Context: an optimization exercise on an open-source flow, tuned for small area, a short achievable clock period and few clock cycles. The choices shown serve that exercise and are no tape-out recipe.
Power figures rest on the tool's default switching activity, not on a simulated workload.

==> flow/design.v <==
module fixed_partition_fit_allocator_unit (
   input  logic        clock,
   input  logic        reset,
   input  logic        csr_wr_en,
   input  logic [0:0]  csr_index,
   input  logic [4:0]  csr_wdata,
   input  logic        req_valid,
   output logic        req_stall,
   input  logic [20:0] req_payload,
   output logic        rsp_valid,
   input  logic        rsp_stall,
   output logic [20:0] rsp_payload
);
   localparam int N = 16;
   function automatic logic [1:0] cmp16(input logic [15:0] a, input logic [15:0] b);
      logic [15:0] g, e;
      g = a & ~b;
      e = ~(a ^ b);
      for (int st = 1; st < 16; st = st * 2)
         for (int k = 0; k < 16; k += 2 * st) begin
            g[k] = g[k+st] | (e[k+st] & g[k]);
            e[k] = e[k+st] & e[k];
         end
      cmp16 = {g[0], e[0]};
   endfunction
   function automatic logic [8:0] sub8(input logic [7:0] a, input logic [7:0] b);
      logic [7:0] g, t, gg, tt, ng, nt;
      g  = ~a & b;                          
      t  = ~a | b;                          
      gg = g;
      tt = t;
      for (int d = 1; d < 8; d = d * 2) begin
         ng = gg;
         nt = tt;
         for (int i = d; i < 8; i++) begin
            ng[i] = gg[i] | (tt[i] & gg[i-d]);
            nt[i] = tt[i] & tt[i-d];
         end
         gg = ng;
         tt = nt;
      end
      sub8[0] = a[0] ^ b[0];
      for (int i = 1; i < 8; i++) sub8[i] = a[i] ^ b[i] ^ gg[i-1];
      sub8[8] = gg[7];
   endfunction
   function automatic logic two16(input logic [15:0] x);
      logic [15:0] a, t;
      a = x;
      t = '0;
      for (int st = 1; st < 16; st = st * 2)
         for (int k = 0; k < 16; k += 2 * st) begin
            t[k] = t[k] | t[k+st] | (a[k] & a[k+st]);
            a[k] = a[k] | a[k+st];
         end
      two16 = t[0];
   endfunction
   logic            pol_next_q;
   logic            pol_bw_q;           
   logic            md_q;               
   logic [4:0]      count_q;
   logic [3:0]      ptr_q;              
   logic [N-1:0]    nf_a_q, nf_b_q, nf_e_q;
   logic [N-1:0]    used_q;
   logic [N-1:0]    fresh_q;
   logic [15:0]     size_q [N];
   logic            rf_act_q;
   logic            rf_is_q;            
   logic [2:0]      rf_ph_q;
   logic            need_q;
   logic            v1_q, fe1_q, rf1_q, op1_q;
   logic [N-1:0]    dec1_q;             
   logic [15:0]     w1_q;
   logic [N-1:0]    r1_q;               
   logic            v2_q, gr2_q;
   logic [N-1:0]    pick2_q;            
   logic [15:0]     b2_q;               
   logic            v3_q, gr3_q, bo3_q;
   logic [3:0]      idx3_q;
   logic [7:0]      lo3_q, hi3_q;
   logic freeze, accept, fe_issue, rf_issue;
   logic        in_op;
   logic [3:0]  in_idx;
   logic [15:0] in_w;
   assign in_op  = req_payload[20];
   assign in_idx = req_payload[19:16];
   assign in_w   = req_payload[15:0];
   assign freeze    = v3_q & rsp_stall;
   assign req_stall = freeze | rf_act_q | (req_valid & in_op & need_q);
   assign accept    = req_valid & ~req_stall & ~reset;
   logic [N-1:0] act;
   always_comb
      for (int i = 0; i < N; i++) act[i] = (count_q > 5'(i));
   logic         ld1;                   
   logic         s1_op;
   logic [3:0]   s1_idx;
   logic [15:0]  want;
   logic [1:0]   cr [N];
   logic [1:0]   fcr;
   logic [N-1:0] r1;
   assign ld1    = v1_q & ~op1_q;
   assign s1_op  = ~rf_act_q & in_op;
   assign s1_idx = rf_is_q ? idx3_q : rf_act_q ? lo_idx : in_idx;
   assign want   = rf_is_q ? {hi3_q, lo3_q} : in_w;
   assign fcr    = cmp16(w1_q, want);
   always_comb
      for (int i = 0; i < N; i++) begin
         logic ge_i, le_i, hi_i;
         cr[i] = (ld1 && dec1_q[i]) ? fcr : cmp16(size_q[i], want);
         ge_i  = cr[i][1] | cr[i][0];
         le_i  = ~cr[i][1];
         hi_i  = (4'(i) > s1_idx);
         r1[i] = s1_op ? (ge_i & act[i]) : ((hi_i ^ md_q) ? ge_i : le_i);
      end
   assign fe_issue = rf_act_q & (rf_ph_q == 3'd0) & ~v1_q & ~v2_q & ~v3_q & ~(&fresh_q);
   assign rf_issue = rf_is_q;
   always_ff @(posedge clock) begin
      if (reset) begin
         v1_q  <= 1'b0;
         fe1_q <= 1'b0;
         rf1_q <= 1'b0;
      end else if (!freeze) begin
         v1_q  <= accept;
         fe1_q <= fe_issue;
         rf1_q <= rf_issue;
      end
   end
   always_ff @(posedge clock)
      if (!freeze) begin
         op1_q  <= s1_op;
         for (int i = 0; i < N; i++) dec1_q[i] <= (s1_idx == 4'(i));
         w1_q   <= want;
         r1_q   <= r1;
      end
   logic [N-1:0] upd2, ld2;
   logic         do_req2;
   assign do_req2 = v1_q & op1_q & ~freeze;
   always_comb
      for (int i = 0; i < N; i++) begin
         upd2[i] = (ld1 | rf1_q) & dec1_q[i];
         ld2[i]  = ld1 & dec1_q[i];
      end
   always_ff @(posedge clock)
      for (int i = 0; i < N; i++)
         if (ld2[i] && !freeze) size_q[i] <= w1_q;
   logic [N-1:0] ord [N];
   for (genvar i = 0; i < N; i++) begin : g_row
      for (genvar j = i + 1; j < N; j++) begin : g_col
         always_ff @(posedge clock) begin
            if (upd2[i])      ord[i][j] <= r1_q[j];
            else if (upd2[j]) ord[i][j] <= r1_q[i];
         end
      end
   end
   logic [N-1:0] fit;
   logic [N-1:0] beats [N];
   logic [N-1:0] win;
   logic         any_fit;
   assign fit     = r1_q & ~used_q;
   assign any_fit = |fit;
   always_comb begin
      for (int i = 0; i < N; i++) beats[i] = '0;
      for (int i = 0; i < N; i++)
         for (int j = i + 1; j < N; j++) begin
            beats[i][j] = nf_a_q[i] | nf_b_q[j] | (ord[i][j] & nf_e_q[i]);
            beats[j][i] = ~beats[i][j];
         end
      for (int i = 0; i < N; i++) begin
         win[i] = fit[i];
         for (int j = 0; j < N; j++)
            if (j != i) win[i] = win[i] & (~fit[j] | beats[i][j]);
      end
   end
   logic [N-1:0] win_ge, fit_at, p_at, p_all;
   logic [3:0]   win_idx;
   always_comb begin
      fit_at = fit & nf_a_q;
      p_at   = fit_at;
      p_all  = fit;
      for (int d = 1; d < N; d = d * 2)
         for (int i = N - 1; i >= d; i--) begin
            p_at[i]  = p_at[i]  | p_at[i-d];
            p_all[i] = p_all[i] | p_all[i-d];
         end
      win_ge = p_at[N-1] ? p_at : p_all;
      win_idx = '0;
      for (int i = 0; i < N; i++)
         if (win[i]) win_idx = win_idx | 4'(i);
   end
   always_ff @(posedge clock) begin
      if (reset) used_q <= '0;
      else used_q <= (used_q | (win & {N{do_req2}})) & ~ld2;
   end
   logic [N-1:0] start_therm;
   logic [1:0]   new_pol;
   logic [4:0]   new_count;
   logic         csr_we;
   logic         nf_upd;
   assign csr_we = csr_wr_en & ~reset;
   assign nf_upd = do_req2 & pol_next_q & any_fit;
   always_comb begin
      for (int i = 0; i < N; i++) start_therm[i] = (4'(i) >= ptr_q);
      new_pol   = (csr_index == 1'b0) ? csr_wdata[1:0]
                : {pol_next_q | (pol_bw_q & md_q), pol_bw_q};
      new_count = (csr_index == 1'b1) ? csr_wdata : count_q;
   end
   always_ff @(posedge clock) begin
      if (reset) begin
         pol_next_q <= 1'b0;
         pol_bw_q   <= 1'b0;
         count_q    <= 5'd16;
      end else if (csr_we) begin
         pol_next_q <= (new_pol == 2'd2);
         pol_bw_q   <= new_pol[0];
         count_q    <= new_count;
      end
   end
   logic [N-1:0] s_new;
   logic         nf_new;
   assign s_new  = ((new_pol == 2'd2) && ({1'b0, ptr_q} < new_count)) ? start_therm : '1;
   assign nf_new = ~new_pol[0];
   always_ff @(posedge clock) begin
      if (reset) begin
         ptr_q  <= 4'd0;
         nf_a_q <= '1;
         nf_b_q <= '0;
         nf_e_q <= '1;
      end else if (csr_we) begin
         nf_a_q <= {N{nf_new}} & s_new;
         nf_b_q <= {N{nf_new}} & ~s_new;
         nf_e_q <= {N{~nf_new}} | s_new;
      end else if (nf_upd) begin
         ptr_q  <= win_idx;
         nf_a_q <= win_ge;
         nf_b_q <= ~win_ge;
         nf_e_q <= win_ge;
      end
   end
   always_ff @(posedge clock) begin
      if (reset) begin
         md_q    <= 1'b0;
         fresh_q <= '0;
      end else if (csr_we && new_pol[0] && (new_pol[1] != md_q)) begin
         md_q    <= new_pol[1];
         fresh_q <= '0;
      end else begin
         fresh_q <= fresh_q | upd2;
      end
   end
   logic [N-1:0] stale, stale_lo;
   logic         two_nx, below;
   logic [3:0]   lo_idx;
   always_comb begin
      stale = ~fresh_q;
      below = 1'b0;
      for (int i = 0; i < N; i++) begin
         stale_lo[i] = stale[i] & ~below;
         below       = below | stale[i];
      end
      two_nx = two16(~(fresh_q | upd2));
      lo_idx = '0;
      for (int i = 0; i < N; i++)
         if (stale_lo[i]) lo_idx = lo_idx | 4'(i);
   end
   always_ff @(posedge clock) begin
      if (reset) begin
         rf_act_q <= 1'b0;
         rf_is_q  <= 1'b0;
         rf_ph_q  <= 3'd0;
         need_q   <= 1'b0;
      end else begin
         need_q   <= (csr_we ? new_pol[0] : pol_bw_q)
                     & (two_nx | (csr_we & new_pol[0] & (new_pol[1] != md_q)));
         rf_act_q <= req_valid & in_op & need_q;
         rf_is_q  <= req_valid & in_op & need_q & rf_act_q & (rf_ph_q == 3'd2);
         if (!rf_act_q || rf_ph_q == 3'd4) rf_ph_q <= 3'd0;
         else if (rf_ph_q != 3'd0 || fe_issue) rf_ph_q <= rf_ph_q + 3'd1;
      end
   end
   always_ff @(posedge clock) begin
      if (reset) v2_q <= 1'b0;
      else if (!freeze) v2_q <= v1_q;
   end
   always_ff @(posedge clock)
      if (!freeze) begin
         gr2_q   <= ~op1_q | any_fit;
         pick2_q <= op1_q ? win : dec1_q;
         b2_q    <= (op1_q & any_fit) ? w1_q : 16'd0;
      end
   logic [3:0]  idx3;
   logic [15:0] size3;
   always_comb begin
      idx3  = '0;
      size3 = '0;
      for (int i = 0; i < N; i++) begin
         if (pick2_q[i]) idx3 = idx3 | 4'(i);
         size3 = size3 | (size_q[i] & {16{pick2_q[i]}});
      end
   end
   always_ff @(posedge clock) begin
      if (reset) v3_q <= 1'b0;
      else if (!freeze) v3_q <= v2_q;
   end
   logic [8:0] lo3, hi3;
   assign lo3 = sub8(size3[7:0], b2_q[7:0]);
   assign hi3 = sub8(size3[15:8], b2_q[15:8]);
   always_ff @(posedge clock)
      if (!freeze) begin
         gr3_q  <= gr2_q;
         idx3_q <= idx3;
         lo3_q  <= lo3[7:0];
         bo3_q  <= lo3[8];
         hi3_q  <= hi3[7:0];
      end
   logic [8:0] hi4;
   assign hi4 = sub8(hi3_q, {7'd0, bo3_q});
   assign rsp_valid   = v3_q;
   assign rsp_payload = {gr3_q, idx3_q, hi4[7:0], lo3_q};
endmodule
clock: 5.0 ns
lec_check: 0
cap_margin: 20
core_margin: 2
core_utilization: 40
place_density: 0.6
setup_slack_margin: 1.9
slew_margin: 20
run.sh (not shown) runs the stock make flow with config.mk's settings and CLKGATE_MAP_FILE= SYNTH_SCRIPT=/design/flow/synth_recipe.tcl, a recipe that flattens the netlist after the stock synthesis.
Rerun with:
--- a/flow/design.v
+++ b/flow/design.v
@@ -69,5 +69,5 @@
    logic            need_q;
    logic            v1_q, fe1_q, rf1_q, op1_q;
-   logic [N-1:0]    dec1_q;             
+   logic [3:0]      idx1_q;
    logic [15:0]     w1_q;
    logic [N-1:0]    r1_q;               
@@ -92,5 +92,5 @@
       for (int i = 0; i < N; i++) act[i] = (count_q > 5'(i));
    logic         ld1;                   
-   logic         s1_op;
+   logic         s1_op, s1_req;
    logic [3:0]   s1_idx;
    logic [15:0]  want;
@@ -100,4 +100,5 @@
    assign ld1    = v1_q & ~op1_q;
    assign s1_op  = ~rf_act_q & in_op;
+   assign s1_req = ~rf_is_q & in_op;
    assign s1_idx = rf_is_q ? idx3_q : rf_act_q ? lo_idx : in_idx;
    assign want   = rf_is_q ? {hi3_q, lo3_q} : in_w;
@@ -106,9 +107,9 @@
       for (int i = 0; i < N; i++) begin
          logic ge_i, le_i, hi_i;
-         cr[i] = (ld1 && dec1_q[i]) ? fcr : cmp16(size_q[i], want);
+         cr[i] = (ld1 && idx1_q == 4'(i)) ? fcr : cmp16(size_q[i], want);
          ge_i  = cr[i][1] | cr[i][0];
          le_i  = ~cr[i][1];
          hi_i  = (4'(i) > s1_idx);
-         r1[i] = s1_op ? (ge_i & act[i]) : ((hi_i ^ md_q) ? ge_i : le_i);
+         r1[i] = s1_req ? (ge_i & act[i]) : ((hi_i ^ md_q) ? ge_i : le_i);
       end
    assign fe_issue = rf_act_q & (rf_ph_q == 3'd0) & ~v1_q & ~v2_q & ~v3_q & ~(&fresh_q);
@@ -128,15 +129,16 @@
       if (!freeze) begin
          op1_q  <= s1_op;
-         for (int i = 0; i < N; i++) dec1_q[i] <= (s1_idx == 4'(i));
+         idx1_q <= s1_idx;
          w1_q   <= want;
          r1_q   <= r1;
       end
-   logic [N-1:0] upd2, ld2;
+   logic [N-1:0] dec1, upd2, ld2;
    logic         do_req2;
    assign do_req2 = v1_q & op1_q & ~freeze;
    always_comb
       for (int i = 0; i < N; i++) begin
-         upd2[i] = (ld1 | rf1_q) & dec1_q[i];
-         ld2[i]  = ld1 & dec1_q[i];
+         dec1[i] = (idx1_q == 4'(i));
+         upd2[i] = (ld1 | rf1_q) & dec1[i];
+         ld2[i]  = ld1 & dec1[i];
       end
    always_ff @(posedge clock)
@@ -284,5 +286,5 @@
       if (!freeze) begin
          gr2_q   <= ~op1_q | any_fit;
-         pick2_q <= op1_q ? win : dec1_q;
+         pick2_q <= op1_q ? win : dec1;
          b2_q    <= (op1_q & any_fit) ? w1_q : 16'd0;
       end
- worst setup slack loses 0.10 ns
- count of clock-buffer cells in the layout increases by 3
- global-route usage increases by 1.5 points
- total power decreases by about 1.9%
- synthesized area decreases by 0.90%
No run of this note included a check of the RTL's function; only the layout flow was run.

==> static timing again, ports no longer ideal <==
The flow's constraints put no driver on any port. The routed layouts listed below were extracted and timed again, unchanged, in two steps.
Step 1 assumes that a clkbuf_16 drives the clock port and a buf_2 every other input.
Step 2 adds t to the input delays and takes it off the output delays; t is the mean of the earliest and latest rising clock arrival at the registers after step 1. Input paths then give back, and output paths get back, about the clock's delay inside the block.
Slacks: ideal / step 1 / step 2; pairs: ideal / step 1.
run	t (ns)	slack for setup (ns)	latest minus earliest clock arrival (ns)	slew at the worst register clock pin (ns)	worst data-port slew with drivers (ns)
the first run	0.696	1.772 / 1.804 / 1.121	0.031 / 0.031	0.07 / 0.07	0.04
the second run	0.679	1.668 / 1.684 / 1.030	0.042 / 0.042	0.07 / 0.07	0.04
After both steps setup and hold are still met in every run listed. The setup slack of the first run, which loses most, moves by +0.032 ns with the drivers and by -0.651 ns with both steps.
